Context: an optimization exercise on an open-source flow, tuned for a short achievable clock period. The choices shown serve that exercise and are no tape-out recipe.
In this exercise RTL edits were held to simulation tests only and were not proved equivalent to the original.
No driver is modelled on the clock port, so clocking that relies on it looks cheaper here than on a real chip.
Power is estimated from default activity; no workload was simulated.

**design.v**
```verilog
`default_nettype none
package offload_pkg;
  typedef logic [31:0] data_t;
  typedef logic [31:0] addr_t;
  typedef logic [4:0]  acc_id_t;
  typedef logic [1:0]  acc_target_t;
  typedef logic [3:0]  strb_t;
  typedef logic [11:0] ssr_word_t;
  localparam acc_target_t TARGET_FPU  = 2'd0;
  localparam acc_target_t TARGET_HIVE = 2'd1;
  localparam acc_target_t TARGET_SSR  = 2'd2;
  localparam int unsigned NUM_TARGETS = 3;
  localparam int unsigned TGT_IDX_W   = $clog2(NUM_TARGETS);
  localparam int unsigned NUM_SSRS      = 3;
  localparam int unsigned NUM_SSR_REGS  = 8;
  localparam int unsigned SSR_DM_SEL_W  = $clog2(NUM_SSRS);
  localparam int unsigned SSR_REG_SEL_W = $clog2(NUM_SSR_REGS);
  localparam int unsigned NSC           = 4;
  localparam logic [31:0] SCFG_MASK    = 32'h0000_707f;
  localparam logic [31:0] SCFGRI_MATCH = 32'h0000_102b;
  localparam logic [31:0] SCFGWI_MATCH = 32'h0000_202b;
  localparam logic [31:0] SCFGR_MATCH  = 32'h0000_502b;
  localparam logic [31:0] SCFGW_MATCH  = 32'h0000_602b;
  localparam int unsigned TCDM_ADDR_WIDTH = 17;
  localparam addr_t       TCDM_MASK       = {32{1'b1}} << TCDM_ADDR_WIDTH;
  localparam int unsigned MEM_RSP_DEPTH   = 4;
  localparam int unsigned MEM_PTR_W       = $clog2(MEM_RSP_DEPTH);
  typedef struct packed {
    acc_target_t target;
    acc_id_t     id;
    data_t       data_op;
    data_t       data_arga;
    data_t       data_argb;
    data_t       data_argc;
  } acc_req_t;
  typedef struct packed {
    acc_id_t id;
    data_t   data;
    logic    error;
  } acc_rsp_t;
  localparam int unsigned ACC_RSP_W = 5 + 32 + 1;
  typedef struct packed {
    addr_t addr;
    data_t wdata;
    logic  write;
    strb_t strb;
  } mem_req_t;
  typedef struct packed {
    data_t rdata;
    logic  error;
  } mem_rsp_t;
  typedef enum logic {
    MEM_SOC  = 1'b0,
    MEM_TCDM = 1'b1
  } mem_port_t;
endpackage
`default_nettype wire
`timescale 1ns/1ps
`default_nettype none
module offload_req_stage
(
  input  logic                   clk_i,
  input  logic                   rst_ni,
  input  offload_pkg::acc_req_t  acc_req_i,
  input  logic                   acc_valid_i,
  output logic                   acc_ready_o,
  output offload_pkg::acc_req_t  tgt_req_o,
  output logic [offload_pkg::NUM_TARGETS-1:0] tgt_valid_o,
  input  logic [offload_pkg::NUM_TARGETS-1:0] tgt_ready_i,
  output logic                   ssr_we_o,
  output logic [offload_pkg::NSC:0][offload_pkg::NUM_SSRS*offload_pkg::NUM_SSR_REGS-1:0] ssr_sel_o,
  output offload_pkg::acc_id_t   ssr_rid_o
);
  localparam int unsigned NW = offload_pkg::NUM_SSRS*offload_pkg::NUM_SSR_REGS;
  logic          in_rd_imm, in_wr_imm, in_rd_reg, in_wr_reg, in_write;
  logic [11:0]   in_addr;
  logic          in_range;
  logic [NW-1:0] in_sel;
  logic [offload_pkg::NUM_TARGETS-1:0] in_tgt;
  assign in_rd_imm = (acc_req_i.data_op & offload_pkg::SCFG_MASK) == offload_pkg::SCFGRI_MATCH;
  assign in_wr_imm = (acc_req_i.data_op & offload_pkg::SCFG_MASK) == offload_pkg::SCFGWI_MATCH;
  assign in_rd_reg = (acc_req_i.data_op & offload_pkg::SCFG_MASK) == offload_pkg::SCFGR_MATCH;
  assign in_wr_reg = (acc_req_i.data_op & offload_pkg::SCFG_MASK) == offload_pkg::SCFGW_MATCH;
  assign in_write  = in_wr_imm | in_wr_reg;
  always_comb begin
    if (in_rd_imm || in_wr_imm) begin
      in_addr = acc_req_i.data_op[31:20];
    end else if (in_rd_reg || in_wr_reg) begin
      in_addr = acc_req_i.data_argb[11:0];
    end else begin
      in_addr = '0;
    end
  end
  assign in_range = (in_addr[4:0] < 5'(offload_pkg::NUM_SSRS)) &&
                    (in_addr[11:5] < 7'(offload_pkg::NUM_SSR_REGS));
  always_comb begin
    for (int unsigned w = 0; w < NW; w++) begin
      in_sel[w] = in_range &&
                  (in_addr[1:0] == 2'(w / offload_pkg::NUM_SSR_REGS)) &&
                  (in_addr[7:5] == 3'(w % offload_pkg::NUM_SSR_REGS));
    end
  end
  assign in_tgt[offload_pkg::TARGET_FPU]  = (acc_req_i.target != offload_pkg::TARGET_HIVE) &&
                                            (acc_req_i.target != offload_pkg::TARGET_SSR);
  assign in_tgt[offload_pkg::TARGET_HIVE] = acc_req_i.target == offload_pkg::TARGET_HIVE;
  assign in_tgt[offload_pkg::TARGET_SSR]  = acc_req_i.target == offload_pkg::TARGET_SSR;
  offload_pkg::acc_req_t h_req_q, t_req_q;
  logic                  h_we_q, t_we_q;
  logic [NW-1:0]         t_sel_q;
  offload_pkg::acc_id_t  h_rid_q, t_rid_q;
  logic [offload_pkg::NUM_TARGETS-1:0] h_vld_q, t_tgt_q;
  logic                  full2_q;
  logic                  stall;
  assign stall       = |(h_vld_q & ~tgt_ready_i);
  assign acc_ready_o = ~full2_q;
  always_ff @(posedge clk_i) begin
    if (rst_ni) begin
      h_vld_q <= '0;
      full2_q <= 1'b0;
    end else begin
      if (!stall) begin
        h_vld_q <= full2_q ? t_tgt_q : (in_tgt & {offload_pkg::NUM_TARGETS{acc_valid_i}});
      end
      full2_q <= stall & (full2_q | acc_valid_i);
    end
  end
  always_ff @(posedge clk_i) begin
    if (!stall) begin
      h_req_q <= full2_q ? t_req_q : acc_req_i;
      h_we_q  <= full2_q ? t_we_q  : (in_write & in_range);
      h_rid_q <= full2_q ? t_rid_q : (in_write ? offload_pkg::acc_id_t'(0) : acc_req_i.id);
    end
    if (!full2_q) begin
      t_req_q <= acc_req_i;
      t_we_q  <= in_write & in_range;
      t_sel_q <= in_sel;
      t_rid_q <= in_write ? offload_pkg::acc_id_t'(0) : acc_req_i.id;
      t_tgt_q <= in_tgt;
    end
  end
  assign tgt_req_o   = h_req_q;
  assign tgt_valid_o = h_vld_q;
  assign ssr_we_o    = h_we_q;
  for (genvar c = 0; c <= offload_pkg::NSC; c++) begin : g_hsel
    cc_edffv #(.W(NW)) u_h_sel (.clk_i(clk_i), .en_i(!stall),
                                .d_i(full2_q ? t_sel_q : in_sel), .q_o(ssr_sel_o[c]));
  end
  assign ssr_rid_o   = h_rid_q;
endmodule
`default_nettype wire
`timescale 1ns/1ps
`default_nettype none
module ssr_cfg_unit
(
  input  logic     clk_i,
  input  logic     rst_ni,
  input  offload_pkg::acc_req_t req_i,
  input  logic     valid_i,
  output logic     ready_o,
  input  logic     we_i,
  input  logic [offload_pkg::NSC:0][offload_pkg::NUM_SSRS*offload_pkg::NUM_SSR_REGS-1:0] sel_i,
  input  offload_pkg::acc_id_t  rid_i,
  output offload_pkg::acc_rsp_t rsp_o,
  output logic     rsp_valid_o,
  output logic     rsp_valid_d_o,
  input  logic     rsp_ready_i
);
  localparam int unsigned NW = offload_pkg::NUM_SSRS*offload_pkg::NUM_SSR_REGS;
  logic [NW-1:0][31:0]    cfg_q;
  logic                   pend_we_q;
  logic [NW-1:0]          pend_sel_q;
  offload_pkg::data_t     pend_data_q;
  offload_pkg::acc_rsp_t  rsp_q;
  logic                   rsp_valid_q;
  offload_pkg::data_t     rdata, fdata;
  logic                   fwd;
  logic                   req_hs;
  always_comb begin
    fdata = '0;
    for (int unsigned b = 0; b < 32; b++) begin
      for (int unsigned w = 0; w < NW; w++) begin
        fdata[b] = fdata[b] | (cfg_q[w][b] & sel_i[b / 8][w]);
      end
    end
  end
  assign fwd   = pend_we_q & |(pend_sel_q & sel_i[offload_pkg::NSC]);
  assign rdata = fwd ? pend_data_q : fdata;
  assign ready_o = ~rsp_valid_q | rsp_ready_i;
  assign req_hs  = valid_i & ready_o;
  always_ff @(posedge clk_i) begin
    if (rst_ni) begin
      pend_we_q <= 1'b0;
    end else begin
      pend_we_q <= req_hs & we_i;
    end
  end
  always_ff @(posedge clk_i) begin
    pend_sel_q  <= sel_i[offload_pkg::NSC];
    pend_data_q <= req_i.data_arga;
  end
  always_ff @(posedge clk_i) begin
    if (rst_ni) begin
      cfg_q <= '0;
    end else begin
      for (int unsigned w = 0; w < NW; w++) begin
        if (pend_we_q && pend_sel_q[w]) begin
          cfg_q[w] <= pend_data_q;
        end
      end
    end
  end
  always_comb begin
    if (rst_ni) begin
      rsp_valid_d_o = 1'b0;
    end else if (req_hs) begin
      rsp_valid_d_o = 1'b1;
    end else if (rsp_ready_i) begin
      rsp_valid_d_o = 1'b0;
    end else begin
      rsp_valid_d_o = rsp_valid_q;
    end
  end
  always_ff @(posedge clk_i) begin
    rsp_valid_q <= rsp_valid_d_o;
  end
  always_ff @(posedge clk_i) begin
    if (req_hs) begin
      rsp_q.id    <= rid_i;
      rsp_q.data  <= rdata;
      rsp_q.error <= 1'b0;
    end
  end
  assign rsp_o       = rsp_q;
  assign rsp_valid_o = rsp_valid_q;
endmodule
`default_nettype wire
`timescale 1ns/1ps
`default_nettype none
module offload_rsp_arbiter
(
  input  logic                              clk_i,
  input  logic                              rst_ni,
  input  logic [offload_pkg::NUM_TARGETS*offload_pkg::ACC_RSP_W-1:0] src_rsp_i,
  input  logic     [offload_pkg::NUM_TARGETS-1:0]        src_valid_i,
  input  logic                              ssr_valid_d_i,
  output logic     [offload_pkg::NUM_TARGETS-1:0]        src_ready_o,
  output offload_pkg::acc_rsp_t                          rsp_o,
  output logic                              rsp_valid_o,
  input  logic                              rsp_ready_i
);
  offload_pkg::acc_rsp_t  rsp_q, rsp_d;
  logic                   rsp_valid_q;
  logic [2:0]             last_q, gnt, v;
  logic                   any_gnt;
  logic                   load_en;
  assign v = src_valid_i;
  assign load_en = ~rsp_valid_q | rsp_ready_i;
  assign gnt[0] = v[0] & (last_q[2] | (last_q[1] & ~v[2]) | (last_q[0] & ~v[2] & ~v[1]));
  assign gnt[1] = v[1] & (last_q[0] | (last_q[2] & ~v[0]) | (last_q[1] & ~v[0] & ~v[2]));
  assign gnt[2] = v[2] & (last_q[1] | (last_q[0] & ~v[1]) | (last_q[2] & ~v[1] & ~v[0]));
  assign any_gnt = |v;
  assign src_ready_o[2] = gnt[2] & load_en;
  logic fa_q, fa_n_q, fb_n_q, le_out, sel0, sel1;
  logic [2:0] last_d;
  always_comb begin
    if (rst_ni) begin
      last_d = 3'b100;
    end else if (load_en && any_gnt) begin
      last_d = gnt;
    end else begin
      last_d = last_q;
    end
  end
  always_ff @(posedge clk_i) begin
    fa_q   <= last_d[2] | (last_d[1] & ~ssr_valid_d_i);
    fa_n_q <= ~(last_d[2] | (last_d[1] & ~ssr_valid_d_i));
    fb_n_q <= ~(last_d[0] & ~ssr_valid_d_i);
  end
  cc_nand2b u_le   (.a_n(rsp_ready_i), .b(rsp_valid_q), .y(le_out));
  cc_nor2   u_sel0 (.a(v[1]), .b(fb_n_q), .y(sel0));
  cc_nor2   u_sel1 (.a(v[0]), .b(fa_n_q), .y(sel1));
  cc_o211a  u_rdy0 (.a1(fa_q), .a2(sel0), .b1(v[0]), .c1(le_out), .x(src_ready_o[0]));
  cc_o211a  u_rdy1 (.a1(last_q[0]), .a2(sel1), .b1(v[1]), .c1(le_out), .x(src_ready_o[1]));
  always_comb begin
    rsp_d = '0;
    for (int unsigned s = 0; s < 3; s++) begin
      rsp_d = rsp_d | (src_rsp_i[s*offload_pkg::ACC_RSP_W +: offload_pkg::ACC_RSP_W] &
                       {offload_pkg::ACC_RSP_W{gnt[s]}});
    end
  end
  always_ff @(posedge clk_i) begin
    if (rst_ni) begin
      rsp_valid_q <= 1'b0;
    end else if (load_en) begin
      rsp_valid_q <= any_gnt;
    end
  end
  always_ff @(posedge clk_i) begin
    last_q <= last_d;
  end
  always_ff @(posedge clk_i) begin
    if (load_en && any_gnt) begin
      rsp_q <= rsp_d;
    end
  end
  assign rsp_o       = rsp_q;
  assign rsp_valid_o = rsp_valid_q;
endmodule
`default_nettype wire
`timescale 1ns/1ps
`default_nettype none
module mem_route
(
  input  logic     clk_i,
  input  logic     rst_ni,
  input  offload_pkg::addr_t    tcdm_base_i,
  input  offload_pkg::mem_req_t core_req_i,
  input  logic     core_valid_i,
  output logic     core_ready_o,
  output offload_pkg::mem_rsp_t core_rsp_o,
  output logic     core_rsp_valid_o,
  output offload_pkg::mem_req_t tcdm_req_o,
  output logic     tcdm_valid_o,
  input  logic     tcdm_ready_i,
  input  offload_pkg::mem_rsp_t tcdm_rsp_i,
  input  logic     tcdm_rsp_valid_i,
  output logic     tcdm_rsp_ready_o,
  output offload_pkg::mem_req_t soc_req_o,
  output logic     soc_valid_o,
  input  logic     soc_ready_i,
  input  offload_pkg::mem_rsp_t soc_rsp_i,
  input  logic     soc_rsp_valid_i,
  output logic     soc_rsp_ready_o
);
  localparam int unsigned D = offload_pkg::MEM_RSP_DEPTH;
  logic [D-1:0] port_q;    
  logic [D-1:0] cnt_q;     
  logic         hr_tcdm_q, hr_soc_q;
  logic [D-1:0] port_a, port_d, cnt_a, cnt_d;
  logic [D:0]   cnt_ext;
  logic         is_tcdm;
  logic         push, pop;
  localparam int unsigned NSEL = 6;
  logic [NSEL-1:0] rsp_sel_t_q, rsp_sel_s_q;
  localparam int unsigned NB = 32 - offload_pkg::TCDM_ADDR_WIDTH;   
  localparam int unsigned NT = 4;   
  logic [NT-1:0]   pair_eq_a, pair_eq_b;
  logic            win_ne_v, win_ne_r, win_ne_int;
  logic            vld_nf_n, tr_nf_n, sr_nf_n, not_full;
  for (genvar t = 0; t < NT; t++) begin : g_tree
    logic [NB-1:0] bit_eq;
    logic [3:0]    grp_ne;
    for (genvar i = 0; i < NB; i++) begin : g_bit
      cc_xnor2 u_eq (.a(core_req_i.addr[offload_pkg::TCDM_ADDR_WIDTH+i]),
                     .b(tcdm_base_i[offload_pkg::TCDM_ADDR_WIDTH+i]), .y(bit_eq[i]));
    end
    cc_nand4 u_ne0 (.a(bit_eq[0]),  .b(bit_eq[1]),  .c(bit_eq[2]),  .d(bit_eq[3]),  .y(grp_ne[0]));
    cc_nand4 u_ne1 (.a(bit_eq[4]),  .b(bit_eq[5]),  .c(bit_eq[6]),  .d(bit_eq[7]),  .y(grp_ne[1]));
    cc_nand4 u_ne2 (.a(bit_eq[8]),  .b(bit_eq[9]),  .c(bit_eq[10]), .d(bit_eq[11]), .y(grp_ne[2]));
    cc_nand3 u_ne3 (.a(bit_eq[12]), .b(bit_eq[13]), .c(bit_eq[14]), .y(grp_ne[3]));
    cc_nor2  u_pair_a (.a(grp_ne[0]), .b(grp_ne[1]), .y(pair_eq_a[t]));
    cc_nor2  u_pair_b (.a(grp_ne[2]), .b(grp_ne[3]), .y(pair_eq_b[t]));
  end
  cc_nand2 u_win_ne_v   (.a(pair_eq_a[0]), .b(pair_eq_b[0]), .y(win_ne_v));
  cc_nand2 u_win_ne_r   (.a(pair_eq_a[2]), .b(pair_eq_b[2]), .y(win_ne_r));
  cc_nand2 u_win_ne_int (.a(pair_eq_a[3]), .b(pair_eq_b[3]), .y(win_ne_int));
  assign not_full = ~cnt_q[D-1];
  cc_nand2 u_vld_nf (.a(core_valid_i), .b(not_full), .y(vld_nf_n));
  cc_nand2 u_tr_nf  (.a(tcdm_ready_i), .b(not_full), .y(tr_nf_n));
  cc_nand2 u_sr_nf  (.a(soc_ready_i),  .b(not_full), .y(sr_nf_n));
  assign is_tcdm = ~win_ne_int;
  assign tcdm_req_o   = core_req_i;
  assign soc_req_o    = core_req_i;
  cc_nor2  u_tcdm_vld (.a(win_ne_v), .b(vld_nf_n), .y(tcdm_valid_o));
  cc_a21oi u_soc_vld (.a1(pair_eq_a[1]), .a2(pair_eq_b[1]), .b1(vld_nf_n), .y(soc_valid_o));
  cc_mux2i u_ready (.s(win_ne_r), .a0(tr_nf_n), .a1(sr_nf_n), .y(core_ready_o));
  assign push         = core_valid_i & ~cnt_q[D-1] & (is_tcdm ? tcdm_ready_i : soc_ready_i);
  assign tcdm_rsp_ready_o = hr_tcdm_q;
  assign soc_rsp_ready_o  = hr_soc_q;
  assign core_rsp_valid_o = (tcdm_rsp_valid_i & hr_tcdm_q) | (soc_rsp_valid_i & hr_soc_q);
  for (genvar c = 0; c < NSEL; c++) begin : g_sel
    cc_dff u_sel_t (.clk_i(clk_i), .d_i(port_d[0]),  .q_o(rsp_sel_t_q[c]));
    cc_dff u_sel_s (.clk_i(clk_i), .d_i(~port_d[0]), .q_o(rsp_sel_s_q[c]));
  end
  for (genvar k = 0; k < 33; k++) begin : g_rsp
    cc_a22o u_rsp (.a1(tcdm_rsp_i[k]), .a2(rsp_sel_t_q[k % NSEL]),
                   .b1(soc_rsp_i[k]),  .b2(rsp_sel_s_q[k % NSEL]), .x(core_rsp_o[k]));
  end
  assign pop              = core_rsp_valid_o;
  always_comb begin
    if (pop) begin
      port_a = {1'b0, port_q[D-1:1]};
      cnt_a  = {1'b0, cnt_q[D-1:1]};
    end else begin
      port_a = port_q;
      cnt_a  = cnt_q;
    end
    port_d  = port_a;
    cnt_ext = {cnt_a, 1'b1};
    for (int unsigned k = 0; k < D; k++) begin
      if (push && !cnt_a[k] && cnt_ext[k]) begin
        port_d[k] = is_tcdm;
      end
    end
    cnt_d = push ? {cnt_a[D-2:0], 1'b1} : cnt_a;
  end
  always_ff @(posedge clk_i) begin
    if (rst_ni) begin
      cnt_q     <= '0;
      hr_tcdm_q <= 1'b0;
      hr_soc_q  <= 1'b0;
    end else begin
      cnt_q     <= cnt_d;
      hr_tcdm_q <= cnt_d[0] & port_d[0];
      hr_soc_q  <= cnt_d[0] & ~port_d[0];
    end
  end
  always_ff @(posedge clk_i) begin
    port_q <= port_d;
  end
endmodule
`default_nettype wire
`timescale 1ns/1ps
`default_nettype none
module core_complex_fabric
(
  input  logic     clk_i,
  input  logic     rst_ni,
  input  offload_pkg::acc_req_t acc_req_i,
  input  logic     acc_valid_i,
  output logic     acc_ready_o,
  output offload_pkg::acc_rsp_t acc_rsp_o,
  output logic     acc_rsp_valid_o,
  input  logic     acc_rsp_ready_i,
  output offload_pkg::acc_req_t fpu_req_o,
  output logic     fpu_valid_o,
  input  logic     fpu_ready_i,
  input  offload_pkg::acc_rsp_t fpu_rsp_i,
  input  logic     fpu_rsp_valid_i,
  output logic     fpu_rsp_ready_o,
  output offload_pkg::acc_req_t hive_req_o,
  output logic     hive_valid_o,
  input  logic     hive_ready_i,
  input  offload_pkg::acc_rsp_t hive_rsp_i,
  input  logic     hive_rsp_valid_i,
  output logic     hive_rsp_ready_o,
  input  offload_pkg::addr_t    tcdm_base_i,
  input  offload_pkg::mem_req_t core_req_i,
  input  logic     core_valid_i,
  output logic     core_ready_o,
  output offload_pkg::mem_rsp_t core_rsp_o,
  output logic     core_rsp_valid_o,
  output offload_pkg::mem_req_t tcdm_req_o,
  output logic     tcdm_valid_o,
  input  logic     tcdm_ready_i,
  input  offload_pkg::mem_rsp_t tcdm_rsp_i,
  input  logic     tcdm_rsp_valid_i,
  output logic     tcdm_rsp_ready_o,
  output offload_pkg::mem_req_t soc_req_o,
  output logic     soc_valid_o,
  input  logic     soc_ready_i,
  input  offload_pkg::mem_rsp_t soc_rsp_i,
  input  logic     soc_rsp_valid_i,
  output logic     soc_rsp_ready_o
);
  offload_pkg::acc_req_t                   tgt_req;
  logic     [offload_pkg::NUM_TARGETS-1:0] tgt_valid, tgt_ready;
  offload_pkg::acc_rsp_t                   ssr_rsp;
  logic                       ssr_rsp_valid, ssr_rsp_valid_d;
  logic [offload_pkg::NUM_TARGETS*offload_pkg::ACC_RSP_W-1:0] src_rsp;
  logic                       ssr_we;
  logic [offload_pkg::NSC:0][offload_pkg::NUM_SSRS*offload_pkg::NUM_SSR_REGS-1:0] ssr_sel;
  offload_pkg::acc_id_t       ssr_rid;
  logic     [offload_pkg::NUM_TARGETS-1:0] src_valid, src_ready;
  offload_req_stage i_offload_req_stage (
    .clk_i       (clk_i),
    .rst_ni      (rst_ni),
    .acc_req_i   (acc_req_i),
    .acc_valid_i (acc_valid_i),
    .acc_ready_o (acc_ready_o),
    .tgt_req_o   (tgt_req),
    .tgt_valid_o (tgt_valid),
    .tgt_ready_i (tgt_ready),
    .ssr_we_o    (ssr_we),
    .ssr_sel_o   (ssr_sel),
    .ssr_rid_o   (ssr_rid)
  );
  assign fpu_req_o    = tgt_req;
  assign hive_req_o   = tgt_req;
  assign fpu_valid_o  = tgt_valid[offload_pkg::TARGET_FPU];
  assign hive_valid_o = tgt_valid[offload_pkg::TARGET_HIVE];
  assign tgt_ready[offload_pkg::TARGET_FPU]  = fpu_ready_i;
  assign tgt_ready[offload_pkg::TARGET_HIVE] = hive_ready_i;
  ssr_cfg_unit i_ssr_cfg_unit (
    .clk_i       (clk_i),
    .rst_ni      (rst_ni),
    .req_i       (tgt_req),
    .valid_i     (tgt_valid[offload_pkg::TARGET_SSR]),
    .ready_o     (tgt_ready[offload_pkg::TARGET_SSR]),
    .we_i        (ssr_we),
    .sel_i       (ssr_sel),
    .rid_i       (ssr_rid),
    .rsp_o       (ssr_rsp),
    .rsp_valid_o (ssr_rsp_valid),
    .rsp_valid_d_o (ssr_rsp_valid_d),
    .rsp_ready_i (src_ready[offload_pkg::TARGET_SSR])
  );
  assign src_rsp   = {ssr_rsp, hive_rsp_i, fpu_rsp_i};
  assign src_valid = {ssr_rsp_valid, hive_rsp_valid_i, fpu_rsp_valid_i};
  assign fpu_rsp_ready_o  = src_ready[offload_pkg::TARGET_FPU];
  assign hive_rsp_ready_o = src_ready[offload_pkg::TARGET_HIVE];
  offload_rsp_arbiter i_offload_rsp_arbiter (
    .clk_i       (clk_i),
    .rst_ni      (rst_ni),
    .src_rsp_i   (src_rsp),
    .src_valid_i (src_valid),
    .ssr_valid_d_i (ssr_rsp_valid_d),
    .src_ready_o (src_ready),
    .rsp_o       (acc_rsp_o),
    .rsp_valid_o (acc_rsp_valid_o),
    .rsp_ready_i (acc_rsp_ready_i)
  );
  mem_route i_mem_route (
    .clk_i            (clk_i),
    .rst_ni           (rst_ni),
    .tcdm_base_i      (tcdm_base_i),
    .core_req_i       (core_req_i),
    .core_valid_i     (core_valid_i),
    .core_ready_o     (core_ready_o),
    .core_rsp_o       (core_rsp_o),
    .core_rsp_valid_o (core_rsp_valid_o),
    .tcdm_req_o       (tcdm_req_o),
    .tcdm_valid_o     (tcdm_valid_o),
    .tcdm_ready_i     (tcdm_ready_i),
    .tcdm_rsp_i       (tcdm_rsp_i),
    .tcdm_rsp_valid_i (tcdm_rsp_valid_i),
    .tcdm_rsp_ready_o (tcdm_rsp_ready_o),
    .soc_req_o        (soc_req_o),
    .soc_valid_o      (soc_valid_o),
    .soc_ready_i      (soc_ready_i),
    .soc_rsp_i        (soc_rsp_i),
    .soc_rsp_valid_i  (soc_rsp_valid_i),
    .soc_rsp_ready_o  (soc_rsp_ready_o)
  );
endmodule
`default_nettype wire
`default_nettype none
module cc_xnor2 (input logic a, input logic b, output logic y);
  assign y = ~(a ^ b);
endmodule
module cc_nand3 (input logic a, input logic b, input logic c, output logic y);
  assign y = ~(a & b & c);
endmodule
module cc_nand4 (input logic a, input logic b, input logic c, input logic d, output logic y);
  assign y = ~(a & b & c & d);
endmodule
module cc_a22o (input logic a1, input logic a2, input logic b1, input logic b2, output logic x);
  assign x = (a1 & a2) | (b1 & b2);
endmodule
module cc_nor3 (input logic a, input logic b, input logic c, output logic y);
  assign y = ~(a | b | c);
endmodule
module cc_nor2 (input logic a, input logic b, output logic y);
  assign y = ~(a | b);
endmodule
module cc_nand2 (input logic a, input logic b, output logic y);
  assign y = ~(a & b);
endmodule
module cc_a21oi (input logic a1, input logic a2, input logic b1, output logic y);
  assign y = ~((a1 & a2) | b1);
endmodule
module cc_mux2i (input logic s, input logic a0, input logic a1, output logic y);
  assign y = ~(s ? a1 : a0);
endmodule
module cc_nand2b (input logic a_n, input logic b, output logic y);
  assign y = ~(~a_n & b);
endmodule
module cc_o211a (input logic a1, input logic a2, input logic b1, input logic c1, output logic x);
  assign x = (a1 | a2) & b1 & c1;
endmodule
module cc_edffv #(parameter int unsigned W = 1) (
  input  logic         clk_i,
  input  logic         en_i,
  input  logic [W-1:0] d_i,
  output logic [W-1:0] q_o
);
  always_ff @(posedge clk_i) begin
    if (en_i) begin
      q_o <= d_i;
    end
  end
endmodule
module cc_dff (input logic clk_i, input logic d_i, output logic q_o);
  always_ff @(posedge clk_i) begin
    q_o <= d_i;
  end
endmodule
`default_nettype wire
```
**flow/run.sh**
```bash
#!/bin/bash
# Own layout flow: the standard synthesis unchanged, then the
# standard ORFS layout with
#  - sizing not tied to cell footprints (MATCH_CELL_FOOTPRINT=0),
#  - delay cells kept out of the layout (added to DONT_USE_CELLS), and
#    the port buffers made of plain buffers (BUFFER_PORTS_ARGS),
#  - the ports of the memory window compare kept together (io.tcl),
#  - a greedy gate-sizing pass after CTS and after global routing
#    (post_cts.tcl, post_grt.tcl, sizer.tcl).
# Each step's full output goes to a log in this folder (and ORFS's own
# per-step logs under orfs/logs).
set -euo pipefail
cd "$(dirname "$0")/.."
W=$PWD

# 1. Standard synthesis, unchanged
bash standard.sh synth > "$W/log_synth.txt" 2>&1

# 2. Layout: the standard make command with extra settings
export DONT_USE_CELLS="sky130_fd_sc_hd__clkdlybuf4s15_1 sky130_fd_sc_hd__clkdlybuf4s15_2 sky130_fd_sc_hd__clkdlybuf4s18_1 sky130_fd_sc_hd__clkdlybuf4s18_2 sky130_fd_sc_hd__clkdlybuf4s25_1 sky130_fd_sc_hd__clkdlybuf4s25_2 sky130_fd_sc_hd__clkdlybuf4s50_1 sky130_fd_sc_hd__clkdlybuf4s50_2 sky130_fd_sc_hd__dlymetal6s2s_1 sky130_fd_sc_hd__dlymetal6s4s_1 sky130_fd_sc_hd__dlymetal6s6s_1 sky130_fd_sc_hd__dlygate4sd1_1 sky130_fd_sc_hd__dlygate4sd2_1 sky130_fd_sc_hd__dlygate4sd3_1"
export BUFFER_PORTS_ARGS="-buffer_cell sky130_fd_sc_hd__buf_4"
export PRE_IO_PLACEMENT_TCL="$W/flow/io.tcl"
export POST_CTS_TCL="$W/flow/post_cts.tcl"
export POST_GLOBAL_ROUTE_TCL="$W/flow/post_grt.tcl"
sed "s|\"\${@:-finish}\"|MATCH_CELL_FOOTPRINT=0 \"\${@:-finish}\"|" standard.sh > "$W/layout.sh"
bash "$W/layout.sh" finish > "$W/log_layout.txt" 2>&1
```
**flow/io.tcl**
```tcl
# Keep the ports of the memory route's window compare together on the
# die edge, so the compare logic sits next to all of them.
set crit {}
for {set i 17} {$i <= 31} {incr i} {
  lappend crit "core_req_i\[[expr {$i + 37}]\]" "tcdm_base_i\[$i\]"
}
lappend crit core_valid_i tcdm_ready_i soc_ready_i core_ready_o tcdm_valid_o soc_valid_o
set_io_pin_constraint -group -order -pin_names $crit
```
**flow/post_cts.tcl**
```tcl
# After CTS and its timing repair: greedy sizing on the worst paths,
# then legalize.
source [file join [file dirname [info script]] sizer.tcl]
estimate_parasitics -placement
puts "bench post_cts start ws [worst_slack -max]"
my_greedy_size 12 1 {estimate_parasitics -placement}
detailed_placement
check_placement -verbose
estimate_parasitics -placement
puts "bench post_cts end ws [worst_slack -max]"
```
**flow/post_grt.tcl**
```tcl
# After global routing and its timing repair: greedy sizing with the
# global-route parasitics, then legalize, route the changed nets and
# write the guides again.
source [file join [file dirname [info script]] sizer.tcl]
puts "bench post_grt start ws [worst_slack -max]"
global_route -start_incremental
my_greedy_size 12 1 {estimate_parasitics -global_routing}
detailed_placement
global_route -end_incremental -congestion_report_file $::env(REPORTS_DIR)/congestion_post_bench_size.rpt
estimate_parasitics -global_routing
check_placement -verbose
puts "bench post_grt end ws [worst_slack -max]"
write_guides $::env(RESULTS_DIR)/route.guide
```
**flow/sizer.tcl**
```tcl
# Greedy gate sizing on the worst paths: for each instance on a path,
# try the other drive strengths of its cell (any buffer for a buffer)
# and keep the one that gives the best worst slack. Flip-flops and clock
# cells are left alone.
proc my_path_insts {n} {
  set insts {}
  foreach pe [find_timing_paths -path_delay max -group_path_count $n -endpoint_path_count 1] {
    foreach p [get_property $pe points] {
      set inst [get_cells -quiet -of_objects [get_property $p pin]]
      if {$inst eq ""} continue
      set name [get_full_name $inst]
      if {[lsearch -exact $insts $name] < 0} { lappend insts $name }
    }
  }
  return $insts
}

proc my_candidates {cur} {
  regsub {_[0-9]+$} $cur "" base
  if {[regexp {__(buf|clkdlybuf4s[0-9]+|dlymetal6s[0-9]+s|dlygate4sd[0-9]+)$} $base]} {
    return [get_lib_cells */sky130_fd_sc_hd__buf_*]
  }
  return [get_lib_cells */${base}_*]
}

# est: the command that refreshes parasitics after a change
proc my_ws {est} {
  eval $est
  return [worst_slack -max]
}

# Drive strengths next to the current one (two below, two above)
proc my_near {cur cands} {
  set names {}
  foreach lc $cands { lappend names [get_name $lc] }
  set names [lsort -dictionary $names]
  if {[regexp {__buf_} $cur]} { return $names }
  set i [lsearch -exact $names $cur]
  if {$i < 0} { return $names }
  return [lrange $names [expr {max(0, $i - 2)}] [expr {$i + 2}]]
}

proc my_greedy_size {rounds npaths est} {
  for {set r 0} {$r < $rounds} {incr r} {
    set improved 0
    foreach iname [my_path_insts $npaths] {
      set inst [get_cells $iname]
      set cur [get_property $inst ref_name]
      if {[regexp {df|dl[a-z]*x|clkbuf|clkinv|tap|fill|decap|diode|conb} $cur]} continue
      set best_ws [my_ws $est]
      set best $cur
      foreach cand [my_near $cur [my_candidates $cur]] {
        if {$cand eq $cur} continue
        replace_cell $inst $cand
        set ws [my_ws $est]
        if {$ws > $best_ws + 1e-4} {
          set best_ws $ws
          set best $cand
        }
      }
      replace_cell $inst $best
      eval $est
      if {$best ne $cur} {
        set improved 1
        puts "my_size $iname $cur -> $best ws [format %.4f $best_ws]"
      }
    }
    if {!$improved} break
  }
}
```
**standard.sh**
```bash
#!/bin/bash
# synth_recipe.tcl (not shown) runs the flow's synth.tcl, then flattens the netlist and writes it again
# the make line also repeats each setting of config.mk as NAME=value (left out here)
make -C /OpenROAD-flow-scripts/flow DESIGN_CONFIG=/design/flow/config.mk WORK_HOME=/design/flow/orfs CLKGATE_MAP_FILE= SYNTH_SCRIPT=/design/flow/synth_recipe.tcl "${@:-finish}"
```
**config.mk**
```make
export PLATFORM = sky130hd
export DESIGN_NAME = core_complex_fabric
export DESIGN_NICKNAME = core_complex_fabric
export VERILOG_FILES = /design/flow/design.v
export SDC_FILE = /design/flow/constraint.sdc
export NUM_CORES = 4
export LEC_CHECK = 0
export ABC_CLOCK_PERIOD_IN_PS = 2500
export CAP_MARGIN = 20
export CORE_MARGIN = 2
export CORE_UTILIZATION = 40
export SETUP_SLACK_MARGIN = 2.5
export SLEW_MARGIN = 20
export SYNTH_HIERARCHICAL = 1
export TNS_END_PERCENT = 0
```
**constraint.sdc**
```tcl
create_clock -name core_clock -period 5.0 [get_ports {clk_i}]
set_input_delay 1.0000 -clock core_clock [delete_from_list [all_inputs] [get_ports {clk_i}]]
set_output_delay 1.0000 -clock core_clock [all_outputs]
set_load 0.01 [all_outputs]
```
==> impl_metrics.ini, run 1 <==
[run_status]
status = timing/DRC/antenna clean

[grt]
grt_max_degree = 117
track_usage = 0.2871
grt_overflow_total = 0
antenna_found_initial = 11
grt_first_pass_wirelength_um = 288500
grt_pass1_vias = 41520

[critical_path]
cp_max_fo = 6
path_delay_family = simple AND/OR/NAND/NOR gates
cp_num_buf_inv = 2
worstPathCellList = buf_12 > xnor2_4 > nand4_2 > nor2_2 > nand2_1 > mux2i_1 > buf_4
path_class = primary input to primary output
crit_path_start_kind = primary input
max_stage_delay_ns = 0.16
crit_path_end_kind = primary output
cp.arrival_ns = 1.91
crit_slowest_cell = xnor2_4
crit_required_ns = 4.00

[hold_path]
holdCritPathClass = register to register

[yosys]
yosys.area.top_type = dfxtp_1
synth-edff-count = 342
synth_mux_area_frac = 0.02794
ys.warnings.count = 12
synth.avg_cell_area_um2 = 9.533
synth.yosys.seq_area_share = 0.5697
ys.flop_type = dfxtp_1
synth_area_um2 = 53910
yosysTopAreaCellShare = 0.3792
synth_compound_area_frac = 0.1704
yosys-top-cells-area = dfxtp_1 38%, edfxtp_1 19%, nand2_1 12%
ys_seq_elements = 1363
synth_top_family_by_area = compound AO/OA/AOI/OAI gates
synthXorXnorAreaFrac = 0.01005
synthCells = 5655
synthesis.nets = 6048
synth-simple-area-share = 0.1385
ys_types = 73
synthArstFlopShare = 0
synth-adder-area-share = 0.0004642

[detailed_routing]
num_vias = 44283
drt_pass1_iterations = 7
top_layer_used = met5
dr_wl_met2_um = 91980
drc = 0
route.met3.wl_um = 23970
avgRoutedWirePerCell_um = 26.40
m1WireLength_um = 78650
vias_per_cell = 5.721
wirelength_um = 204300
drt_iter0_drc = 5714
ant_nets = 0

[sta]
min_period_ns = 2.915
skew_ns = 0.06626
drv_slew = 0
fmaxAchievable_ghz = 0.3431
max_slew.worst_pin.slew_ns = 1.193
hold_ws_ns = 0.3575
slew_headroom = 0.2048
period_share = 0.5830
finalSetupTns_ns = 0
setup_ws_ns = 2.085
hold_viol = 0
finalSetupViolCount = 0

[pwr]
peakVddDrop_v = 0.0003551
power.leakage_nw = 22.96
p_per_area_nw_per_um2 = 404.1

[final_layout]
final_nets = 6244
fin_util = 0.4748
syn_to_final_growth_pct = 17.68
finalNonFillerCells = 7740
layout-drive-gt1-share = 0.2151

[floorplanning]
core_area_um2 = 133600
ios = 882
start_util = 0.4034
die_width_um = 371.1
rows = 134
dieArea_um2 = 137700
dieHeight_um = 371.1

[clocking]
tritoncts = done
cts.sinks = 1363
worst_skew_pair.late_latency_ns = 0.82
cts.clk_slew.worst_paths_ns = 0.06

[placed_design]
place_inst = 7456
place.gp.congestion = 0.8905
portBuffers = 702
hpwl_um = 127200
pre_cts_slack_ns = 1.297

[run]
drv_cap = 0
sequential cells by signal, indices dropped and copies added, names as in the netlist, 4 cells and up:
register                                count
i_ssr_cfg_unit.cfg_q                      768
i_offload_req_stage.h_req_q               135
i_offload_req_stage.t_req_q               135
i_offload_req_stage.g_hsel.u_h_sel.q_o    120
i_offload_rsp_arbiter.rsp_q                38
i_ssr_cfg_unit.rsp_q                       37
i_ssr_cfg_unit.pend_data_q                 32
i_offload_req_stage.t_sel_q                24
i_ssr_cfg_unit.pend_sel_q                  24
i_mem_route.g_sel.u_sel_s.q_o               6
i_mem_route.g_sel.u_sel_t.q_o               6
i_offload_req_stage.h_rid_q                 5
i_offload_req_stage.t_rid_q                 5
i_mem_route.cnt_q                           4
i_mem_route.port_q                          4
Yosys stat by module, one instance, submodules excluded, excerpt:
| module | cells | area, um^2 | times used |
|---|---|---|---|
| ssr_cfg_unit | 4284 | 34130 | 1 |
| cc_o211a | 1 | 10.01 | 2 |
| cc_mux2i | 1 | 10.01 | 1 |
| cc_a21oi | 1 | 8.758 | 1 |
| cc_xnor2 | 1 | 8.758 | 60 |
| cc_nand2b | 1 | 6.256 | 1 |
| cc_nand2 | 1 | 3.754 | 6 |
| cc_nor2 | 1 | 3.754 | 11 |
routing by layer:
metal	up-vias	global-route usage
met3	601	0.07107
met1	21363	0.3722
li1	19600	-
met5	-	0.002448
met2	2715	0.4527
met4	4	0.1277
metrics by stage:
stage                     area, um^2  total power, mW
after global placement         58140            14.87
final                          63440            25.63
after detailed placement       58140            14.89
after floorplan                53920            13.68
synthesized netlist by cell type, drive strengths merged (2+ instances only):
cell / n
a41oi: 32
nor2b: 10
o311a: 3
o2111ai: 2
nor3b: 2
a211oi: 6
o211a: 2
a22oi: 272
o21a: 4
mux2i: 5
nor2: 27
o41ai: 7
a21oi: 776
nand3: 8
and4: 3
xnor2: 60
nor3: 35
mux2: 129
a222oi: 38
nand2b: 11
ha: 2
or3b: 2
o21ai: 15
nand2: 1697
a311oi: 33
and2: 27
o32ai: 2
edfxtp: 342
and3b: 2
a22o: 98
o31ai: 20
a31oi: 2
nand4: 45
inv: 47
clkbuf: 302
buf: 478
dfxtp: 1021
or3: 5
a221oi: 64
report_power, final:
| group | internal (mW) | switching, mW | leakage, nW | total (mW) |
|---|---|---|---|---|
| registers | 11.8 | 0.786 | 11.9 | 12.6 |
| clock network | 6.11 | 4.78 | 2.35 | 10.9 |
| logic | 0.929 | 1.18 | 8.66 | 2.11 |
final cells by class:
class	count	area, um^2
Fill cell	12408	70180
Inverter	48	183.9
Multi-Input combinational cell	3465	18960
Tap cell	1768	2212
Clock inverter	61	779.5
Clock buffer	206	4079
Sequential cell	1363	30710
Antenna cell	2	5.005
Timing Repair Buffer	827	6505
placed cells by master, fill, tap and decap left out, drive strengths merged, types with 33 or more instances in the layout:
cell type,netlist,final
a21oi,776,776
a221oi,64,64
a222oi,38,38
a22o,98,98
a22oi,272,272
a311oi,33,33
buf,478,827
clkbuf,302,206
clkinv,1,48
dfxtp,1021,1021
edfxtp,342,342
inv,47,51
mux2,129,129
nand2,1697,1697
nand4,45,45
nor3,35,35
xnor2,60,60
worst paths after layout:
check                                                      from                       endpoint  slack, ns  cells after the start
setup / recovery                                 core_req_i[60]                   core_ready_o       2.09                      7
hold / removal    i_offload_req_stage.g_hsel[4].u_h_sel.q_o[15]  i_ssr_cfg_unit.pend_sel_q[15]       0.36                      0
setup reg to reg  i_offload_req_stage.g_hsel[4].u_h_sel.q_o[11]       i_ssr_cfg_unit.rsp_q[17]       2.13                      5
hold reg to reg   i_offload_req_stage.g_hsel[4].u_h_sel.q_o[15]  i_ssr_cfg_unit.pend_sel_q[15]       0.36                      0
kinds of logic after synthesis:
family / count (synthesis)
compound gates: 1384
xor+xnor: 61
fa+ha+maj: 2
buf+inv: 828
flops: 1363
mux: 134
other cells: 1
simple gates: 1882
==> run 2: changes to the inputs <==
--- a/design.v
+++ b/design.v
@@ -346,7 +346,7 @@
   localparam int unsigned NT = 4;   
   logic [NT-1:0]   pair_eq_a, pair_eq_b;
   logic            win_ne_v, win_ne_r, win_ne_int;
-  logic            vld_nf_n, tr_nf_n, sr_nf_n, not_full;
+  logic            vld_nf_n, tr_nf_n, sr_nf_n, not_full, not_full_q;
   for (genvar t = 0; t < NT; t++) begin : g_tree
     logic [NB-1:0] bit_eq;
     logic [3:0]    grp_ne;
@@ -364,7 +364,10 @@
   cc_nand2 u_win_ne_v   (.a(pair_eq_a[0]), .b(pair_eq_b[0]), .y(win_ne_v));
   cc_nand2 u_win_ne_r   (.a(pair_eq_a[2]), .b(pair_eq_b[2]), .y(win_ne_r));
   cc_nand2 u_win_ne_int (.a(pair_eq_a[3]), .b(pair_eq_b[3]), .y(win_ne_int));
-  assign not_full = ~cnt_q[D-1];
+  always_ff @(posedge clk_i) begin
+    not_full_q <= rst_ni | ~cnt_d[D-1];
+  end
+  assign not_full = not_full_q;
   cc_nand2 u_vld_nf (.a(core_valid_i), .b(not_full), .y(vld_nf_n));
   cc_nand2 u_tr_nf  (.a(tcdm_ready_i), .b(not_full), .y(tr_nf_n));
   cc_nand2 u_sr_nf  (.a(soc_ready_i),  .b(not_full), .y(sr_nf_n));
==> impl_metrics.ini, run 2 <==
[run_status]
status = timing/DRC/antenna clean

[detailed_routing]
drt_iter0_drc = 5882
avgRoutedWirePerCell_um = 26.37
drt_pass1_iterations = 8
drc = 0
vias_per_cell = 5.707
wirelength_um = 204300
ant_nets = 0
num_vias = 44200

[placed_design]
place.gp.congestion = 0.8778
portBuffers = 702
place_area_um2 = 58130
pre_cts_slack_ns = 1.214
hpwl_um = 128400
place_inst = 7459

[critical_path]
path_delay_family = buffers and inverters
crit_path_start_kind = primary input
cp.arrival_ns = 1.95
crit_required_ns = 4.00
rrSetupSlack_ns = 2.22
cp_num_buf_inv = 2
path_class = primary input to primary output
worstPathCellList = buf_4 > xnor2_2 > nand4_1 > nor2_1 > nand2_1 > mux2i_1 > buf_4
cp_max_fo = 4
cp_common_cell = buf_4
crit_path_end_kind = primary output
crit_slowest_cell = mux2i_1
max_stage_delay_ns = 0.18

[sta]
min_period_ns = 2.950
slew_headroom = 0.1589
fmaxAchievable_ghz = 0.3389
setup_ws_ns = 2.050
max_slew.worst_pin.slew_ns = 1.262
finalSetupViolCount = 0
finalSetupTns_ns = 0
skew_ns = 0.05502
period_share = 0.5901
hold_ws_ns = 0.3650
drv_slew = 0
hold_viol = 0

[grt]
grt_max_degree = 135
grt_overflow_total = 0
track_usage = 0.2858
grt_pass1_vias = 41142
antenna_found_initial = 7
grt_first_pass_wirelength_um = 287700

[yosys]
ys.warnings.count = 12
yosys-top-cells-area = dfxtp_1 38%, edfxtp_1 19%, nand2_1 12%
synthCells = 5657
ys_seq_elements = 1364
yosysTopAreaCellShare = 0.3794
synth_area_um2 = 53930
ys.flop_type = dfxtp_1
yosys.area.top_type = dfxtp_1
synth.top_cells.by_count = 1697 x nand2_1, 1022 x dfxtp_1, 774 x a21oi_1
synth.most_common_cell = nand2_1
synth-edff-count = 342
synth.yosys.seq_area_share = 0.5698
ys_types = 72
synthesis.nets = 6050
synth.avg_cell_area_um2 = 9.533
synthArstFlopShare = 0

[floorplanning]
core_area_um2 = 133600
dieHeight_um = 371.2
die_width_um = 371.2
rows = 134
ios = 882
dieArea_um2 = 137800
start_util = 0.4036

[pwr]
clock_power_share = 0.430
p_int_mw = 19.24
pwr-share-comb = 0.082
p_sw_frac = 0.2559
p_per_area_nw_per_um2 = 407.3
power.leakage_nw = 23.01
seqPwrFrac = 0.488
switching_power_mw = 6.614
peakVddDrop_v = 0.0003296
design_power_total_mw = 25.85

[final_layout]
reg.largest.list = i_ssr_cfg_unit.cfg_q x768, i_offload_req_stage.h_req_q x135, i_offload_req_stage.t_req_q x135
fin_area_um2 = 63470
finalNonFillerCells = 7745
largest_reg_flops = 768
layout-drive-gt1-share = 0.2129
fin_util = 0.4750
final_nets = 6248
layout_common_cells = 1693 x nand2_1, 1021 x dfxtp_1, 809 x buf_4, 774 x a21oi_1, 342 x edfxtp_1
final_common_cell = nand2_1
syn_to_final_growth_pct = 17.69
largest-register = i_ssr_cfg_unit.cfg_q

[clocking]
cts.sinks = 1364
cts.clk_slew.worst_paths_ns = 0.06
worst_skew_pair.late_latency_ns = 0.79
tritoncts = done

[hold_path]
holdCritPathClass = register to register

[run]
drv_cap = 0
[run 2: cell types whose count changed after synthesis]
cell      previous run  this run
dfxtp_1           1021      1022
or2b_1               1         0
o21ai_2              1         0
o32ai_1              2         1
nor3b_1              1         0
o21ai_0             14        15
nand3b_1             1         2
nor3_1              35        36
a211o_1              0         1
a31o_2               0         1
[run 2: routing by layer]
layer	share of wire	global-route usage	up-vias	wire length, um
met4	0.041	0.1153	2	8408
met2	0.46	0.4592	2664	94090
li1	-	-	19619	-
met5	0.000064	0	-	13
met1	0.39	0.3679	21384	78800
met3	0.11	0.07060	531	22950
[run 2: final timing paths]
| kind | start | end | depth (start not counted) |
|---|---|---|---|
| worst max-delay path | tcdm_base_i[24] | core_ready_o | 7 |
| worst min-delay path | i_offload_req_stage.g_hsel[4].u_h_sel.q_o[15] | i_ssr_cfg_unit.pend_sel_q[15] | 0 |
| worst max register to register | i_ssr_cfg_unit.pend_we_q | i_ssr_cfg_unit.cfg_q[289] | 5 |
| worst min register to register | i_offload_req_stage.g_hsel[4].u_h_sel.q_o[15] | i_ssr_cfg_unit.pend_sel_q[15] | 0 |
[run 2: power groups by stage]
stage          logic [mW]  registers (mW)  clock network (mW)
3_3_place_gp         2.07            12.8                   0
3_5_place_dp         2.09            12.8                   0
6_report             2.12            12.6                11.1
2_1_floorplan        1.32            12.4                   0
[run 2: kinds of logic (layout without fill, tap and decap cells)]
group                    Yosys count  in the layout  share of synthesized area
AND/OR/NAND/NOR                 1882           1882                     0.1384
AO/OA/AOI/OAI                   1385           1385                     0.1704
flip-flops                      1364           1364                     0.5698
buffers and inverters            828           1146                    0.08287
multiplexers                     134            134                    0.02793
XOR/XNOR                          61             61                    0.01005
adder cells (fa/ha/maj)            2              2                  0.0004639
other                              1              3                 0.00006953
[run 2: area by class of cell]
| type | instances | area (um^2) |
|---|---|---|
| antenna | 2 | 5.005 |
| clock buffer | 211 | 4110 |
| clock inverter | 56 | 800.8 |
| fill | 12534 | 70150 |
| inverter | 48 | 183.9 |
| multi-input combinational | 3465 | 18970 |
| sequential | 1364 | 30730 |
| tap | 1768 | 2212 |
| timing repair buffer | 831 | 6459 |
[run 2: worst register-to-register path, stage by stage (launching register included)]
cell and delay [ns]:
dfxtp_1 0.37, buf_4 0.44, and2_1 1.08, buf_4 0.54, nand2_1 0.11, a21oi_1 0.16
[run 2: per-module statistics from Yosys (local to each module, per instance), excerpt]
module               cells inside  area, um^2  flip-flops and latches
offload_req_stage             629       10330                     313
cc_o211a                        1       10.01                       0
ssr_cfg_unit                 4284       34130                     863
cc_dff                          1       20.02                       1
cc_xnor2                        1       8.758                       0
cc_nand3                        1       5.005                       0
cc_a21oi                        1       8.758                       0
offload_rsp_arbiter           157        2036                      45
cc_mux2i                        1       10.01                       0
==> run 3: changes to the inputs <==
--- a/config.mk
+++ b/config.mk
@@ -9,6 +9,7 @@
 export CAP_MARGIN = 20
 export CORE_MARGIN = 2
 export CORE_UTILIZATION = 40
+export PLACE_DENSITY = 0.8
 export SETUP_SLACK_MARGIN = 2.5
 export SLEW_MARGIN = 20
 export SYNTH_HIERARCHICAL = 1
==> impl_metrics.ini, run 3 <==
[floorplanning]
die_width_um = 371.2
dieArea_um2 = 137800
start_util = 0.4036
core_area_um2 = 133600
dieHeight_um = 371.2
ios = 882
rows = 134

[yosys]
synth_area_um2 = 53930
ys_seq_elements = 1364
ys_types = 72
synthCells = 5657
yosys.area.top_type = dfxtp_1
synth.yosys.seq_area_share = 0.5698
yosysTopAreaCellShare = 0.3794
synthesis.nets = 6050
synth-edff-count = 342
synth.top_cells.by_count = 1697 x nand2_1, 1022 x dfxtp_1, 774 x a21oi_1
ys.warnings.count = 12
ys.flop_type = dfxtp_1
synth.avg_cell_area_um2 = 9.533
synth.most_common_cell = nand2_1
synthArstFlopShare = 0
yosys-top-cells-area = dfxtp_1 38%, edfxtp_1 19%, nand2_1 12%

[final_layout]
layout_common_cells = 1694 x nand2_1, 1019 x dfxtp_1, 782 x buf_4, 774 x a21oi_1, 342 x edfxtp_1
multi_input_area_um2 = 18880
syn_to_final_growth_pct = 16.96
nFillCells = 11809
final_nets = 6222
final_common_cell = nand2_1
fin_area_um2 = 63080
largest_reg_flops = 768
layout-drive-gt1-share = 0.2082
seqCellArea_um2 = 30740
reg.largest.list = i_ssr_cfg_unit.cfg_q x768, i_offload_req_stage.h_req_q x135, i_offload_req_stage.t_req_q x135
largest-register = i_ssr_cfg_unit.cfg_q
finalNonFillerCells = 7717

[grt]
grt_pass1_vias = 43567
track_usage = 0.2721
grt_overflow_total = 0
antenna_found_initial = 5
grt_first_pass_wirelength_um = 278000
grt_max_degree = 125

[sta]
finalSetupTns_ns = 0
setup_ws_ns = 1.970
skew_ns = 0.07113
min_period_ns = 3.030
drv_slew = 0
hold_viol = 0
finalSetupViolCount = 0
slew_headroom = 0.1653
period_share = 0.6060
max_slew.worst_pin.slew_ns = 1.252
fmaxAchievable_ghz = 0.3300

[placed_design]
portBuffers = 702
place_area_um2 = 58000
hpwl_um = 124000
place.gp.congestion = 0.9243
pre_cts_slack_ns = 1.348
place_inst = 7446

[hold_path]
holdCritPathClass = register to register
hold_depth = 0
hold_start = i_offload_req_stage.g_hsel[4].u_h_sel.q_o[6]

[critical_path]
worstReg2RegStart = i_offload_req_stage.g_hsel[4].u_h_sel.q_o[7]
path_class = register to register
cp.arrival_ns = 3.43
cp_max_fo = 32
crit_path_start_kind = register
crit_path_end_kind = register
crit_start = i_offload_req_stage.g_hsel[4].u_h_sel.q_o[7]
crit_required_ns = 5.40
reg2regPathDepth = 4

[detailed_routing]
vias_per_cell = 5.917
ant_nets = 0
drc = 0
avgRoutedWirePerCell_um = 25.42
wirelength_um = 196200
num_vias = 45658
drt_pass1_iterations = 8
drt_iter0_drc = 6959

[pwr]
design_power_total_mw = 25.37
p_per_area_nw_per_um2 = 402.2
peakVddDrop_v = 0.0003473
power.leakage_nw = 22.75

[run]
drv_cap = 0

[clocking]
cts.clk_slew.worst_paths_ns = 0.06
cts.sinks = 1364
tritoncts = done
worst_skew_pair.late_latency_ns = 0.80

[run_status]
status = timing/DRC/antenna clean
## run 3: per-stage QoR
step | utilization | hold WS (ns)
2_1_floorplan | - | 0.3484
3_5_place_dp | 0.4341 | 0.3556
3_3_place_gp | 0.4341 | 0.3503
6_report | 0.4720 | 0.3709
## run 3: final timing paths
kind                                       end  slack [ns]
setup reg to reg      i_ssr_cfg_unit.rsp_q[25]        1.97
hold / removal    i_ssr_cfg_unit.pend_sel_q[6]        0.37
hold reg to reg   i_ssr_cfg_unit.pend_sel_q[6]        0.37
setup / recovery      i_ssr_cfg_unit.rsp_q[25]        1.97
## run 3: Yosys stat by module (local to each module, per instance), a selection
module               cells inside  flops+latches
cc_a21oi                        1              0
ssr_cfg_unit                 4284            863
core_complex_fabric           135              0
offload_rsp_arbiter           157             45
cc_nor2                         1              0
cc_dff                          1              1
cc_mux2i                        1              0
cc_o211a                        1              0
offload_req_stage             629            313
cc_nand4                        1              0
cc_nand2                        1              0
cc_nand3                        1              0
## run 3: logic make-up (layout without fill, tap and decap cells)
kind of cell / count (synthesis) / count (layout) / share of synthesized area
XOR/XNOR: 61 / 61 / 0.01005
AO/OA/AOI/OAI: 1385 / 1385 / 0.1704
buffers and inverters: 828 / 1116 / 0.08287
AND/OR/NAND/NOR: 1882 / 1882 / 0.1384
other: 1 / 5 / 0.00006953
flip-flops: 1364 / 1364 / 0.5698
multiplexers: 134 / 134 / 0.02793
adder cells (fa/ha/maj): 2 / 2 / 0.0004639
## run 3: layout make-up
cell class | instances | share of cell area
Antenna cell | 4 | 0.0001587
Tap cell | 1768 | 0.03507
Clock inverter | 52 | 0.01111
Multi-Input combinational cell | 3465 | 0.2993
Sequential cell | 1364 | 0.4873
Timing Repair Buffer | 811 | 0.1003
Inverter | 48 | 0.002936
Clock buffer | 205 | 0.06387
## run 3: metal layers
metal  vias up  share of wire  track usage
met5         -        0.00056     0.004545
met4         6          0.085       0.1951
met3      1094           0.14      0.08650
met2      3777           0.43       0.4120
met1     21257           0.34       0.3258
li1      19524              -            -
## run 3: power breakdown
part	leakage (nW)	internal [mW]	total (mW)	switching, mW
Clock	2.29	6.01	10.6	4.64
Combinational	8.50	0.916	2.07	1.15
Sequential	12.0	11.9	12.6	0.796
Total	22.7	18.8	25.4	6.59
## run 3: critical path: stages, from the launching register on
cell and delay [ns]:
edfxtp_1 0.40, a22oi_1 0.23, and4_1 0.71, a31o_4 0.89, a41oi_2 0.42
==> run 4: changes to the inputs <==
--- a/design.v
+++ b/design.v
@@ -69,7 +69,8 @@
   input  logic [offload_pkg::NUM_TARGETS-1:0] tgt_ready_i,
   output logic                   ssr_we_o,
   output logic [offload_pkg::NSC:0][offload_pkg::NUM_SSRS*offload_pkg::NUM_SSR_REGS-1:0] ssr_sel_o,
-  output offload_pkg::acc_id_t   ssr_rid_o
+  output offload_pkg::acc_id_t   ssr_rid_o,
+  output logic [offload_pkg::NUM_SSRS*offload_pkg::NUM_SSR_REGS-1:0] ssr_sel_next_o
 );
   localparam int unsigned NW = offload_pkg::NUM_SSRS*offload_pkg::NUM_SSR_REGS;
   logic          in_rd_imm, in_wr_imm, in_rd_reg, in_wr_reg, in_write;
@@ -141,9 +142,10 @@
   assign tgt_req_o   = h_req_q;
   assign tgt_valid_o = h_vld_q;
   assign ssr_we_o    = h_we_q;
+  assign ssr_sel_next_o = full2_q ? t_sel_q : in_sel;
   for (genvar c = 0; c <= offload_pkg::NSC; c++) begin : g_hsel
     cc_edffv #(.W(NW)) u_h_sel (.clk_i(clk_i), .en_i(!stall),
-                                .d_i(full2_q ? t_sel_q : in_sel), .q_o(ssr_sel_o[c]));
+                                .d_i(ssr_sel_next_o), .q_o(ssr_sel_o[c]));
   end
   assign ssr_rid_o   = h_rid_q;
 endmodule
@@ -160,6 +162,7 @@
   input  logic     we_i,
   input  logic [offload_pkg::NSC:0][offload_pkg::NUM_SSRS*offload_pkg::NUM_SSR_REGS-1:0] sel_i,
   input  offload_pkg::acc_id_t  rid_i,
+  input  logic [offload_pkg::NUM_SSRS*offload_pkg::NUM_SSR_REGS-1:0] sel_next_i,
   output offload_pkg::acc_rsp_t rsp_o,
   output logic     rsp_valid_o,
   output logic     rsp_valid_d_o,
@@ -183,7 +186,11 @@
       end
     end
   end
-  assign fwd   = pend_we_q & |(pend_sel_q & sel_i[offload_pkg::NSC]);
+  logic fwd_q;
+  always_ff @(posedge clk_i) begin
+    fwd_q <= ~rst_ni & req_hs & we_i & |(sel_i[offload_pkg::NSC] & sel_next_i);
+  end
+  assign fwd   = fwd_q;
   assign rdata = fwd ? pend_data_q : fdata;
   assign ready_o = ~rsp_valid_q | rsp_ready_i;
   assign req_hs  = valid_i & ready_o;
@@ -474,6 +481,7 @@
   logic                       ssr_we;
   logic [offload_pkg::NSC:0][offload_pkg::NUM_SSRS*offload_pkg::NUM_SSR_REGS-1:0] ssr_sel;
   offload_pkg::acc_id_t       ssr_rid;
+  logic [offload_pkg::NUM_SSRS*offload_pkg::NUM_SSR_REGS-1:0] ssr_sel_next;
   logic     [offload_pkg::NUM_TARGETS-1:0] src_valid, src_ready;
   offload_req_stage i_offload_req_stage (
     .clk_i       (clk_i),
@@ -486,7 +494,8 @@
     .tgt_ready_i (tgt_ready),
     .ssr_we_o    (ssr_we),
     .ssr_sel_o   (ssr_sel),
-    .ssr_rid_o   (ssr_rid)
+    .ssr_rid_o   (ssr_rid),
+    .ssr_sel_next_o (ssr_sel_next)
   );
   assign fpu_req_o    = tgt_req;
   assign hive_req_o   = tgt_req;
@@ -503,6 +512,7 @@
     .we_i        (ssr_we),
     .sel_i       (ssr_sel),
     .rid_i       (ssr_rid),
+    .sel_next_i  (ssr_sel_next),
     .rsp_o       (ssr_rsp),
     .rsp_valid_o (ssr_rsp_valid),
     .rsp_valid_d_o (ssr_rsp_valid_d),
--- a/config.mk
+++ b/config.mk
@@ -9,7 +9,6 @@
 export CAP_MARGIN = 20
 export CORE_MARGIN = 2
 export CORE_UTILIZATION = 40
-export PLACE_DENSITY = 0.8
 export SETUP_SLACK_MARGIN = 2.5
 export SLEW_MARGIN = 20
 export SYNTH_HIERARCHICAL = 1
==> impl_metrics.ini, run 4 <==
[final_layout]
reg.largest.list = i_ssr_cfg_unit.cfg_q x768, i_offload_req_stage.h_req_q x135, i_offload_req_stage.t_req_q x135
layout-drive-gt1-share = 0.2153
largest-register = i_ssr_cfg_unit.cfg_q
largest_reg_flops = 768
layout_common_cells = 1632 x nand2_1, 1022 x dfxtp_1, 820 x buf_4, 806 x a21oi_1, 342 x edfxtp_1
final_common_cell = nand2_1
syn_to_final_growth_pct = 17.19
final_nets = 6205

[pwr]
p_per_area_nw_per_um2 = 402.7
power.leakage_nw = 22.84
design_power_total_mw = 25.39
peakVddDrop_v = 0.0003229

[critical_path]
crit_path_end_kind = primary output
path_class = primary input to primary output
cp.arrival_ns = 1.94
crit_required_ns = 4.00
worstPathCellList = buf_12 > xnor2_4 > nand4_1 > nor2_2 > nand2_1 > mux2i_1 > buf_4
rrSetupSlack_ns = 2.06
crit_slowest_cell = xnor2_4
reg2regPathDepth = 5
cp_max_fo = 5
crit_path_start_kind = primary input
r2r-end = i_ssr_cfg_unit.cfg_q[240]
worstReg2RegStart = i_ssr_cfg_unit.pend_we_q
max_stage_delay_ns = 0.16

[yosys]
synth_compound_area_frac = 0.1642
synth.top_cells.by_count = 1633 x nand2_1, 1023 x dfxtp_1, 806 x a21oi_1
synthesis.nets = 5976
ys_types = 70
synth_mux_area_frac = 0.02800
synthCells = 5583
ys.flop_type = dfxtp_1
synth.avg_cell_area_um2 = 9.637
synth-adder-area-share = 0.0004651
ys.warnings.count = 12
synthXorXnorAreaFrac = 0.01007
synth-edff-count = 342
yosys-top-cells-area = dfxtp_1 38%, edfxtp_1 19%, nand2_1 11%
synth.most_common_cell = nand2_1
synthArstFlopShare = 0
yosys.area.top_type = dfxtp_1
synth_area_um2 = 53810
synth-simple-area-share = 0.1379
synth_top_family_by_area = compound AO/OA/AOI/OAI gates
synth.yosys.seq_area_share = 0.5715
ys_seq_elements = 1365
yosysTopAreaCellShare = 0.3806

[detailed_routing]
avgRoutedWirePerCell_um = 24.34
drt_pass1_iterations = 7
ant_nets = 0
drt_iter0_drc = 5366
drc = 0
m1WireLength_um = 74990
num_vias = 43057
vias_per_cell = 5.592
wirelength_um = 187400
dr_wl_met2_um = 83680
route.met3.wl_um = 20040
top_layer_used = met5

[clocking]
worst_skew_pair.late_latency_ns = 0.78
tritoncts = done
cts.clk_slew.worst_paths_ns = 0.06
cts.sinks = 1365

[sta]
drv_slew = 0
period_share = 0.5885
min_period_ns = 2.942
finalSetupTns_ns = 0
max_slew.worst_pin.slew_ns = 1.282
hold_viol = 0
fmaxAchievable_ghz = 0.3399
skew_ns = 0.02863
slew_headroom = 0.1455
finalSetupViolCount = 0

[grt]
grt_pass1_vias = 39759
antenna_found_initial = 14
track_usage = 0.2614
grt_max_degree = 158
grt_overflow_total = 0
grt_first_pass_wirelength_um = 266400

[hold_path]
hold_depth = 0
min_to = i_ssr_cfg_unit.pend_sel_q[10]
holdCritPathClass = register to register
hold_start = i_offload_req_stage.g_hsel[4].u_h_sel.q_o[10]

[floorplanning]
rows = 134
start_util = 0.4032
die_width_um = 370.8
core_area_um2 = 133500
dieArea_um2 = 137500
ios = 882
dieHeight_um = 370.8

[run_status]
status = timing/DRC/antenna clean

[run]
drv_cap = 0

[placed_design]
portBuffers = 702
place.gp.congestion = 0.8864
hpwl_um = 119400
## run 4: final cells by class
type	count	area, um^2
Antenna cell	2	5.005
Clock buffer	212	4114
Clock inverter	55	640.6
Fill cell	12388	70400
Inverter	48	183.9
Multi-Input combinational cell	3401	18510
Sequential cell	1365	30750
Tap cell	1768	2212
Timing Repair Buffer	849	6639
## run 4: power by group
part	internal [mW]	leakage (nW)	switching (mW)
Combinational	0.925	8.57	1.11
Sequential	11.9	12.0	0.670
Clock	6.31	2.31	4.51
## run 4: per-module statistics from Yosys, one instance, submodules excluded, excerpt
module	times used	area, um^2	cells inside
cc_nand2b	1	6.256	1
mem_route	1	1551	189
cc_nand2	6	3.754	1
cc_nand3	4	5.005	1
cc_nor2	11	3.754	1
cc_dff	12	20.02	1
offload_req_stage	1	10330	629
cc_xnor2	60	8.758	1
cc_mux2i	1	10.01	1
core_complex_fabric	1	1013	135
cc_a21oi	1	8.758	1
## run 4: through the flow
stage	utilization	setup slack, ns	hold slack, ns	area (um^2)	std cells
2_1_floorplan	-	-4.143	0.3489	53820	5583
3_3_place_gp	0.4347	1.334	0.3534	58020	7425
3_5_place_dp	0.4348	1.343	0.3554	58030	7425
6_report	0.4725	2.058	0.3566	63060	7700
## run 4: cell families (layout without fill, tap and decap cells)
kind of cell	count (synthesis)	after routing
muxes	134	134
other	1	3
and+or+nand+nor	1850	1850
xor gates and xnor gates	61	61
adders and majority gates	2	2
DFF	1365	1365
AOI/OAI and AO/OA	1353	1353
buffers and inverters	817	1164
## run 4: routing by layer
layer | global-route usage | up-vias
met2 | 0.3981 | 2465
li1 | - | 19445
met5 | 0 | -
met4 | 0.1220 | 12
met1 | 0.3581 | 20711
met3 | 0.04986 | 424
## run 4: worst max-delay path: cells and delay by family
family	cells	cell delay [ns]
buf+inv	2	0.27
simple gates	3	0.35
xor+xnor	1	0.16
mux	1	0.16
## run 4: how the worst max path moves through the flow
stage                    start                        endpoint  slack, ns  depth (start not counted)
2_1_floorplan  fpu_rsp_valid_i  i_offload_req_stage.h_vld_q[1]      -4.14                          9
3_3_place_gp     acc_req_i[98]            i_ssr_cfg_unit.fwd_q       1.33                          9
6_report        core_req_i[59]                    core_ready_o       2.06                          7
3_5_place_dp     acc_req_i[98]            i_ssr_cfg_unit.fwd_q       1.34                          9

[separate check: timing with driven ports]
No port has a modelled driver above. Below, the same layouts with a new extraction and two added sets of constraints.
Step 1 sets driving cells, clkbuf_16 on the clock port and buf_2 on the other inputs (assumed; they add their load-dependent delay and slew).
Step 2 also shifts input and output timing later by t, the mid clock arrival at the registers, as if the neighbouring blocks saw the same clock.
Slacks: ideal / step 1 / step 2; pairs: ideal / step 1.
| run | shift t [ns] | setup slack, ns | hold slack, ns | cell pins on the clock port's net |
|---|---|---|---|---|
| run 1 | 0.865 | 2.085 / 2.034 / 1.507 | 0.358 / 0.358 / 0.358 | 1 |
| run 2 | 0.841 | 2.050 / 2.004 / 1.579 | 0.365 / 0.365 / 0.365 | 1 |
| run 3 | 0.855 | 1.970 / 1.970 / 1.277 | 0.371 / 0.371 / 0.371 | 1 |
| run 4 | 0.845 | 2.058 / 2.004 / 1.284 | 0.357 / 0.357 / 0.357 | 1 |
After both steps every run listed still meets setup and hold. For run 4, which loses most, drivers alone change the setup slack by -0.054 ns; drivers and shift together by -0.774 ns.
